What follows belongs to an exercise in optimizing a design on an open flow for small area, a short achievable clock period and few clock cycles per item; a production flow would make more cautious choices.
Only simulation tests tie the RTL to the original design; equivalence was not proved.
Power figures rest on the tool's default switching activity, not on a simulated workload.

==> inputs of 07-09 <==
==> flow/design.v (excerpt) <==
module exp_golomb_bit_reader_top
#(
    parameter int BUFFER_WORDS     = egbr_pkg::BUFFER_WORDS_DEF,
    parameter int MAX_PREFIX_ZEROS = egbr_pkg::MAX_PREFIX_ZEROS_DEF
) (
    input  logic      i_clk,
    input  logic      i_rst_n,
    input  logic        i_in_valid,
    input  logic [40:0] i_in_word,     
    output logic        o_in_stall,
    output logic        o_out_valid,
    output logic [41:0] o_out_word,    
    input  logic        i_out_stall
);
clock: 5.0 ns
lec_check: 0
abc_area: 1
cap_margin: 20
core_margin: 2
core_utilization: 45
place_density: 0.65
slew_margin: 20
run.sh (not shown) runs the stock make flow with config.mk's settings and CLKGATE_MAP_FILE= SYNTH_SCRIPT=/design/flow/synth_recipe.tcl, a recipe that flattens the netlist after the stock synthesis.
==> inputs of 05-10, as changes to 07-09 <==
--- a/flow/design.v
+++ b/flow/design.v
@@ -63,15 +63,17 @@
     localparam logic [1:0] M_SE   = 2'd3;
     logic [31:0] r_w0, r_w1, r_w2;
     logic [2:0]  r_rsel;         
     logic [4:0]  r_ofs;          
     logic [1:0]  r_nw;           
-    logic        r_out_valid;
+    logic        r_mid_valid;
     logic [31:0] r_part;         
     logic [2:0]  r_rsh;          
     logic [1:0]  r_mode;
     logic [1:0]  r_status;
+    logic        r_out_valid;
+    logic [41:0] r_out;
     logic [2:0]  kind;
     logic [31:0] data;
     logic [5:0]  count;
     assign kind  = i_in_word[40:38];
     assign data  = i_in_word[37:6];
@@ -81,11 +83,11 @@
     assign is_get  = (kind == egbr_pkg::KIND_GET);
     assign is_rd   = (kind == egbr_pkg::KIND_GET) || (kind == egbr_pkg::KIND_SHOW);
     assign is_ue   = (kind == egbr_pkg::KIND_UE);
     assign is_exp  = (kind == egbr_pkg::KIND_UE) || (kind == egbr_pkg::KIND_SE);
     logic stall, take;
-    assign stall      = r_out_valid && i_out_stall;
+    assign stall      = r_mid_valid && r_out_valid && i_out_stall;
     assign take       = i_in_valid && !stall;
     assign o_in_stall = stall;
     logic [31:0] first, second;
     assign first  = ({32{r_rsel[0]}} & r_w0) | ({32{r_rsel[1]}} & r_w1) | ({32{r_rsel[2]}} & r_w2);
     assign second = ({32{r_rsel[0]}} & r_w1) | ({32{r_rsel[1]}} & r_w2) | ({32{r_rsel[2]}} & r_w0);
@@ -111,19 +113,21 @@
     end
     assign long_code = (top16 == 16'd0);
     logic [6:0] exp_pick;
     always_comb begin
         logic [5:0] s;
+        logic       ok;
         exp_pick = '0;
         for (int k = 0; k < 16; k++) begin
-            s = {1'b0, r_ofs} + 6'(2*k + 1);
-            exp_pick = exp_pick | ({7{first_one[k]}} & {s[5] && (s[4:0] != 5'd0), s[5], s[4:0]});
-        end
-    end
-    logic       exp_over, exp_wrap;
+            s  = {1'b0, r_ofs} + 6'(2*k + 1);
+            ok = (r_nw != 2'd0) && !(r_nw == 2'd1 && s[5] && (s[4:0] != 5'd0));
+            exp_pick = exp_pick | ({7{first_one[k]}} & {ok, ok && s[5], s[4:0]});
+        end
+    end
+    logic       exp_ok, exp_wrap;
     logic [4:0] exp_ofs;
-    assign {exp_over, exp_wrap, exp_ofs} = exp_pick;
+    assign {exp_ok, exp_wrap, exp_ofs} = exp_pick;
     logic [4:0] zeros;
     always_comb begin
         zeros = 5'd16;
         for (int i = 0; i < 16; i++) begin
             if (top16[i]) zeros = 5'(15 - i);
@@ -134,44 +138,35 @@
     assign sum_rd  = {1'b0, r_ofs} + count;
     assign rd_wrap = sum_rd[5];
     assign rd_over = sum_rd[5] && (sum_rd[4:0] != 5'd0);
     logic held16;
     assign held16 = r_nw[1] || (r_nw[0] && (r_ofs <= 5'd16));
+    logic rd_ok;
+    assign rd_ok = !((r_nw == 2'd0 && count != 6'd0) || (r_nw == 2'd1 && rd_over));
     logic [1:0] status;
     logic [1:0] mode;
+    logic       load_ok;
+    logic       wrap;
     logic       consume;
-    logic       wrap;
-    logic       load_ok;
     always_comb begin
         status  = egbr_pkg::ST_OK;
         mode    = M_ZERO;
-        consume = 1'b0;
         load_ok = 1'b0;
-        wrap    = 1'b0;
         if (is_load) begin
             if (r_nw == 2'd3) status = egbr_pkg::ST_FULL;
             else              load_ok = 1'b1;
         end else if (is_rd) begin
-            if ((r_nw == 2'd0 && count != 6'd0) || (r_nw == 2'd1 && rd_over)) begin
-                status = egbr_pkg::ST_UNDER;
-            end else begin
-                mode    = (count == 6'd0) ? M_ZERO : M_RAW;
-                consume = is_get;
-                wrap    = rd_wrap;
-            end
+            if (!rd_ok) status = egbr_pkg::ST_UNDER;
+            else        mode   = (count == 6'd0) ? M_ZERO : M_RAW;
         end else if (is_exp) begin
-            if (long_code) begin
-                status = held16 ? egbr_pkg::ST_LONG : egbr_pkg::ST_UNDER;
-            end else if (r_nw == 2'd0 || (r_nw == 2'd1 && exp_over)) begin
-                status = egbr_pkg::ST_UNDER;
-            end else begin
-                mode    = is_ue ? M_UE : M_SE;
-                consume = 1'b1;
-                wrap    = exp_wrap;
-            end
-        end
-    end
+            if (long_code)    status = held16 ? egbr_pkg::ST_LONG : egbr_pkg::ST_UNDER;
+            else if (!exp_ok) status = egbr_pkg::ST_UNDER;
+            else              mode   = is_ue ? M_UE : M_SE;
+        end
+    end
+    assign consume = is_exp ? exp_ok : (is_get && rd_ok);
+    assign wrap    = is_exp ? exp_wrap : (is_get && rd_ok && rd_wrap);
     logic [4:0] ofs_next;
     assign ofs_next = is_exp ? exp_ofs : sum_rd[4:0];
     logic [4:0]  rsh;
     logic [31:0] p1, part;
     assign rsh  = is_exp ? {~zeros[3:0], 1'b1} : 5'(6'd32 - count);
@@ -190,13 +185,13 @@
             r_rsel <= 3'b001;
             r_ofs  <= '0;
             r_nw   <= '0;
         end else if (take) begin
             if (consume) r_ofs <= ofs_next;
-            if (consume && wrap) r_rsel <= {r_rsel[1:0], r_rsel[2]};
-            if (load_ok)               r_nw <= r_nw + 2'd1;
-            else if (consume && wrap)  r_nw <= r_nw - 2'd1;
+            if (wrap) r_rsel <= {r_rsel[1:0], r_rsel[2]};
+            if (load_ok)    r_nw <= r_nw + 2'd1;
+            else if (wrap)  r_nw <= r_nw - 2'd1;
         end
     end
     always_ff @(posedge i_clk) begin
         if (take && load_ok && wsel[0]) r_w0 <= data;
     end
@@ -205,12 +200,12 @@
     end
     always_ff @(posedge i_clk) begin
         if (take && load_ok && wsel[2]) r_w2 <= data;
     end
     always_ff @(posedge i_clk) begin
-        if (!i_rst_n)    r_out_valid <= 1'b0;
-        else if (!stall) r_out_valid <= i_in_valid;
+        if (!i_rst_n)    r_mid_valid <= 1'b0;
+        else if (!stall) r_mid_valid <= i_in_valid;
     end
     always_ff @(posedge i_clk) begin
         if (take) begin
             r_part   <= part;
             r_rsh    <= rsh[2:0];
@@ -237,8 +232,17 @@
                     value[i] = code[i+1] ^ (code[0] && ((code[15:0] & 16'((32'd2 << i) - 32'd2)) != '0));
                 value[32:15] = {18{code[0] && (code[15:1] != 15'd0)}};
             end
         endcase
     end
+    logic adv;
+    assign adv = !(r_out_valid && i_out_stall);
+    always_ff @(posedge i_clk) begin
+        if (!i_rst_n)  r_out_valid <= 1'b0;
+        else if (adv)  r_out_valid <= r_mid_valid;
+    end
+    always_ff @(posedge i_clk) begin
+        if (adv && r_mid_valid) r_out <= {value, r_status, 7'({r_nw, 5'b0}) - 7'(r_ofs)};
+    end
     assign o_out_valid = r_out_valid;
-    assign o_out_word  = {value, r_status, 7'({r_nw, 5'b0}) - 7'(r_ofs)};
+    assign o_out_word  = r_out;
 endmodule
==> flow/flow/run.sh (new file) <==
#!/bin/bash
set -euo pipefail
export BUFFER_PORTS_ARGS="-buffer_cell sky130_fd_sc_hd__buf_2"
bash standard.sh > flow_make.log 2>&1
==> flow/standard.sh (new file) <==
#!/bin/bash
# synth_recipe.tcl (not shown) runs the flow's synth.tcl, then flattens the netlist and writes it again
# the make line also repeats each setting of config.mk as NAME=value (left out here)
make -C /OpenROAD-flow-scripts/flow DESIGN_CONFIG=/design/flow/config.mk WORK_HOME=/design/flow/orfs CLKGATE_MAP_FILE= SYNTH_SCRIPT=/design/flow/synth_recipe.tcl "${@:-finish}"
--- a/flow/config.mk
+++ b/flow/config.mk
@@ -6,8 +6,10 @@
 export NUM_CORES = 4
 export LEC_CHECK = 0
 export ABC_AREA = 1
 export CAP_MARGIN = 20
 export CORE_MARGIN = 2
-export CORE_UTILIZATION = 45
-export PLACE_DENSITY = 0.65
+export CORE_UTILIZATION = 40
+export CTS_BUF_LIST = sky130_fd_sc_hd__clkbuf_8
+export PLACE_DENSITY = 0.6
+export SETUP_SLACK_MARGIN = 1.4
 export SLEW_MARGIN = 20
removed: flow/run.sh
==> inputs of 10-28, as changes to 07-09 <==
==> flow/design.v (replaced) <==
package egbr_pkg;
    localparam int BUFFER_WORDS_DEF     = 3;
    localparam int MAX_PREFIX_ZEROS_DEF = 15;
    localparam int QUEUE_DEPTH          = 2;
    localparam int QPTR_W               = $clog2(QUEUE_DEPTH);
    localparam int QCNT_W               = $clog2(QUEUE_DEPTH + 1);
    localparam int MAX_COUNT            = 32;
    localparam logic [2:0] KIND_LOAD = 3'd0;
    localparam logic [2:0] KIND_GET  = 3'd1;
    localparam logic [2:0] KIND_SHOW = 3'd2;
    localparam logic [2:0] KIND_UE   = 3'd3;
    localparam logic [2:0] KIND_SE   = 3'd4;
    localparam logic [1:0] ST_OK    = 2'd0;
    localparam logic [1:0] ST_UNDER = 2'd1;
    localparam logic [1:0] ST_LONG  = 2'd2;
    localparam logic [1:0] ST_FULL  = 2'd3;
    typedef enum logic [2:0] {
        OP_NONE,
        OP_LOAD,
        OP_GET,
        OP_SHOW,
        OP_UE,
        OP_SE
    } t_op;
    typedef struct packed {
        logic [2:0]  kind;
        logic [31:0] stream_word;
        logic [5:0]  bit_count;
    } t_in_word;
    typedef struct packed {
        logic signed [32:0] value;
        logic [1:0]         status;
        logic [6:0]         bits_available;
    } t_out_word;
    typedef struct packed {
        t_op         op;
        logic [31:0] stream_word;
        logic [5:0]  count;
    } t_op_word;
    localparam int OP_WORD_W = 3 + 32 + 6;
    typedef struct packed {
        logic     valid;
        t_op_word entry;
    } t_q_head;
endpackage
module exp_golomb_bit_reader_top
#(
    parameter int BUFFER_WORDS     = egbr_pkg::BUFFER_WORDS_DEF,
    parameter int MAX_PREFIX_ZEROS = egbr_pkg::MAX_PREFIX_ZEROS_DEF
) (
    input  logic      i_clk,
    input  logic      i_rst_n,
    input  logic        i_in_valid,
    input  logic [40:0] i_in_word,     
    output logic        o_in_stall,
    output logic        o_out_valid,
    output logic [41:0] o_out_word,    
    input  logic        i_out_stall
);
    localparam logic [1:0] M_ZERO = 2'd0;
    localparam logic [1:0] M_RAW  = 2'd1;
    localparam logic [1:0] M_UE   = 2'd2;
    localparam logic [1:0] M_SE   = 2'd3;
    logic [31:0] r_w0, r_w1, r_w2;
    logic [4:0]  r_ofs;          
    logic [1:0]  r_nw;           
    logic        r_out_valid;
    logic [31:0] r_raw;
    logic [1:0]  r_mode;
    logic [1:0]  r_status;
    logic [2:0]  kind;
    logic [31:0] data;
    logic [5:0]  count;
    assign kind  = i_in_word[40:38];
    assign data  = i_in_word[37:6];
    assign count = i_in_word[5] ? 6'd32 : i_in_word[5:0];
    logic is_load, is_get, is_rd, is_ue, is_exp;
    assign is_load = (kind == egbr_pkg::KIND_LOAD);
    assign is_get  = (kind == egbr_pkg::KIND_GET);
    assign is_rd   = (kind == egbr_pkg::KIND_GET) || (kind == egbr_pkg::KIND_SHOW);
    assign is_ue   = (kind == egbr_pkg::KIND_UE);
    assign is_exp  = (kind == egbr_pkg::KIND_UE) || (kind == egbr_pkg::KIND_SE);
    logic stall, take;
    assign stall      = r_out_valid && i_out_stall;
    assign take       = i_in_valid && !stall;
    assign o_in_stall = stall;
    logic [63:0] cat_sh;
    logic [31:0] top32;
    assign cat_sh = {r_w0, r_w1} << r_ofs;
    assign top32  = cat_sh[63:32];
    logic [4:0] zeros;
    always_comb begin
        zeros = 5'd16;
        for (int i = 15; i >= 0; i--) begin
            if (top32[31-i]) zeros = 5'(i);
        end
    end
    logic       long_code;
    logic [5:0] nbits;
    logic [5:0] sum;
    logic       under;
    logic       held16;
    assign long_code = zeros[4];
    assign nbits     = is_exp ? {1'b0, zeros[3:0], 1'b1} : count;
    assign sum       = {1'b0, r_ofs} + nbits;
    always_comb begin
        unique case (r_nw)
            2'd0:    under = (nbits != 6'd0);
            2'd1:    under = sum[5] && (sum[4:0] != 5'd0);
            default: under = 1'b0;
        endcase
    end
    assign held16 = r_nw[1] || (r_nw[0] && (r_ofs <= 5'd16));
    logic [1:0] status;
    logic [1:0] mode;
    logic       consume;
    logic       load_ok;
    always_comb begin
        status  = egbr_pkg::ST_OK;
        mode    = M_ZERO;
        consume = 1'b0;
        load_ok = 1'b0;
        if (is_load) begin
            if (r_nw == 2'd3) status = egbr_pkg::ST_FULL;
            else              load_ok = 1'b1;
        end else if (is_rd) begin
            if (under) begin
                status = egbr_pkg::ST_UNDER;
            end else begin
                mode    = (count == 6'd0) ? M_ZERO : M_RAW;
                consume = is_get;
            end
        end else if (is_exp) begin
            if (long_code) begin
                status = held16 ? egbr_pkg::ST_LONG : egbr_pkg::ST_UNDER;
            end else if (under) begin
                status = egbr_pkg::ST_UNDER;
            end else begin
                mode    = is_ue ? M_UE : M_SE;
                consume = 1'b1;
            end
        end
    end
    logic [4:0]  rsh;
    logic [31:0] raw;
    assign rsh = is_exp ? {~zeros[3:0], 1'b1} : 5'(6'd32 - count);
    assign raw = top32 >> rsh;
    logic shift_words;
    assign shift_words = take && consume && sum[5];
    always_ff @(posedge i_clk) begin
        if (!i_rst_n) begin
            r_ofs <= '0;
            r_nw  <= '0;
        end else if (take) begin
            if (consume) r_ofs <= sum[4:0];
            if (load_ok)          r_nw <= r_nw + 2'd1;
            else if (shift_words) r_nw <= r_nw - 2'd1;
        end
    end
    always_ff @(posedge i_clk) begin
        if (take && load_ok && r_nw == 2'd0) r_w0 <= data;
        else if (shift_words)                r_w0 <= r_w1;
    end
    always_ff @(posedge i_clk) begin
        if (take && load_ok && r_nw == 2'd1) r_w1 <= data;
        else if (shift_words)                r_w1 <= r_w2;
    end
    always_ff @(posedge i_clk) begin
        if (take && load_ok && r_nw == 2'd2) r_w2 <= data;
    end
    always_ff @(posedge i_clk) begin
        if (!i_rst_n)   r_out_valid <= 1'b0;
        else if (!stall) r_out_valid <= i_in_valid;
    end
    always_ff @(posedge i_clk) begin
        if (take) begin
            r_raw    <= raw;
            r_mode   <= mode;
            r_status <= status;
        end
    end
    logic [32:0] value;
    logic [32:0] mag;
    assign mag = {2'b0, r_raw[31:1]};
    always_comb begin
        unique case (r_mode)
            M_ZERO:  value = '0;
            M_RAW:   value = {1'b0, r_raw};
            M_UE:    value = {1'b0, r_raw - 32'd1};
            default: value = r_raw[0] ? -mag : mag;
        endcase
    end
    assign o_out_valid = r_out_valid;
    assign o_out_word  = {value, r_status, 7'({r_nw, 5'b0}) - 7'(r_ofs)};
endmodule
==> flow/config.mk (replaced) <==
export PLATFORM = sky130hd
export DESIGN_NAME = exp_golomb_bit_reader_top
export DESIGN_NICKNAME = exp_golomb_bit_reader_top
export VERILOG_FILES = /design/flow/design.v
export SDC_FILE = /design/flow/constraint.sdc
export NUM_CORES = 4
export LEC_CHECK = 0
export CAP_MARGIN = 20
export CORE_MARGIN = 2
export CORE_UTILIZATION = 30
export PLACE_DENSITY = 0.5
export SLEW_MARGIN = 20
==> notes <==
07-09 completed without violations. 10-28 completed and failed the layout checks on setup timing. 05-10 went through all stages and came out clean.
Cell area, lowest first: 07-09, 05-10, 10-28.
Synthesized area, highest first: 05-10, 10-28, 07-09.
The highest critical path depth belongs to 07-09, the lowest to 05-10.
Via count: 07-09 is smaller than 05-10 (about 6%).
Against 07-09, the power of 10-28 is lower by 11%.
==> figures <==
metric	05-10	10-28	07-09
Power dissipated in the clock network	1.06 mW	1.35 mW	1.28 mW
Synth Net Count	2,036	1,445	1,918
Count of flip-flops with a built-in enable after synthesis	177	132	135
Classification of the worst setup path	reg -> reg	reg -> reg	reg -> out
VDD IR-drop max	0.210 mV	0.273 mV	0.200 mV
Share of the cycle needed by the critical path after routing	68.4%	102%	94.3%
Library cell with the highest instance count after synthesis	sky130_fd_sc_hd__nand2_1	sky130_fd_sc_hd__mux2i_1	sky130_fd_sc_hd__nand2_1
Run status	complete, no violations	complete, but fails checks	complete, no violations
Violated checks	-	setup timing	-
Sum of negative setup slack	0 ns	-5.10 ns	0 ns
Cell at the root of the clock tree	sky130_fd_sc_hd__clkbuf_8	sky130_fd_sc_hd__clkbuf_16	sky130_fd_sc_hd__clkbuf_16
Flop2flop setup slack	1.58 ns	-0.11 ns	0.92 ns
Testbench counts of 07-09, summed over its fixed seeds: cycles 12,008, items 12,000.
Testbench counts of 05-10, summed over its fixed seeds: cycles 12,016, items 12,000.
Testbench counts of 10-28, summed over its fixed seeds: cycles 12,008, items 12,000.

==> static timing again, ports no longer ideal <==
Ports are ideal in the flow. The routed layouts listed here were re-timed in OpenROAD.
Step 1 assumes that a clkbuf_16 drives the clock port and a buf_2 every other input.
Step 2 adds t to the input delays and takes it off the output delays; t is the mean of the earliest and latest rising clock arrival at the registers after step 1. Input paths then give back, and output paths get back, about the clock's delay inside the block.
Three values: ideal, step 1, step 2; two values: the first two.
run | t (ns) | setup WS [ns] | worst data-port slew with drivers (ns) | pins driven straight from the clock port
07-09 | 0.480 | 0.286 / 0.237 / 0.718 | 0.05 | 1
05-10 | 0.566 | 1.580 / 1.580 / 1.284 | 0.07 | 1
10-28 | 0.503 | -0.110 / -0.110 / -0.152 | 0.04 | 1
The setup slack of 05-10, which loses most, moves by 0.000 ns with the drivers and by -0.296 ns with both steps.
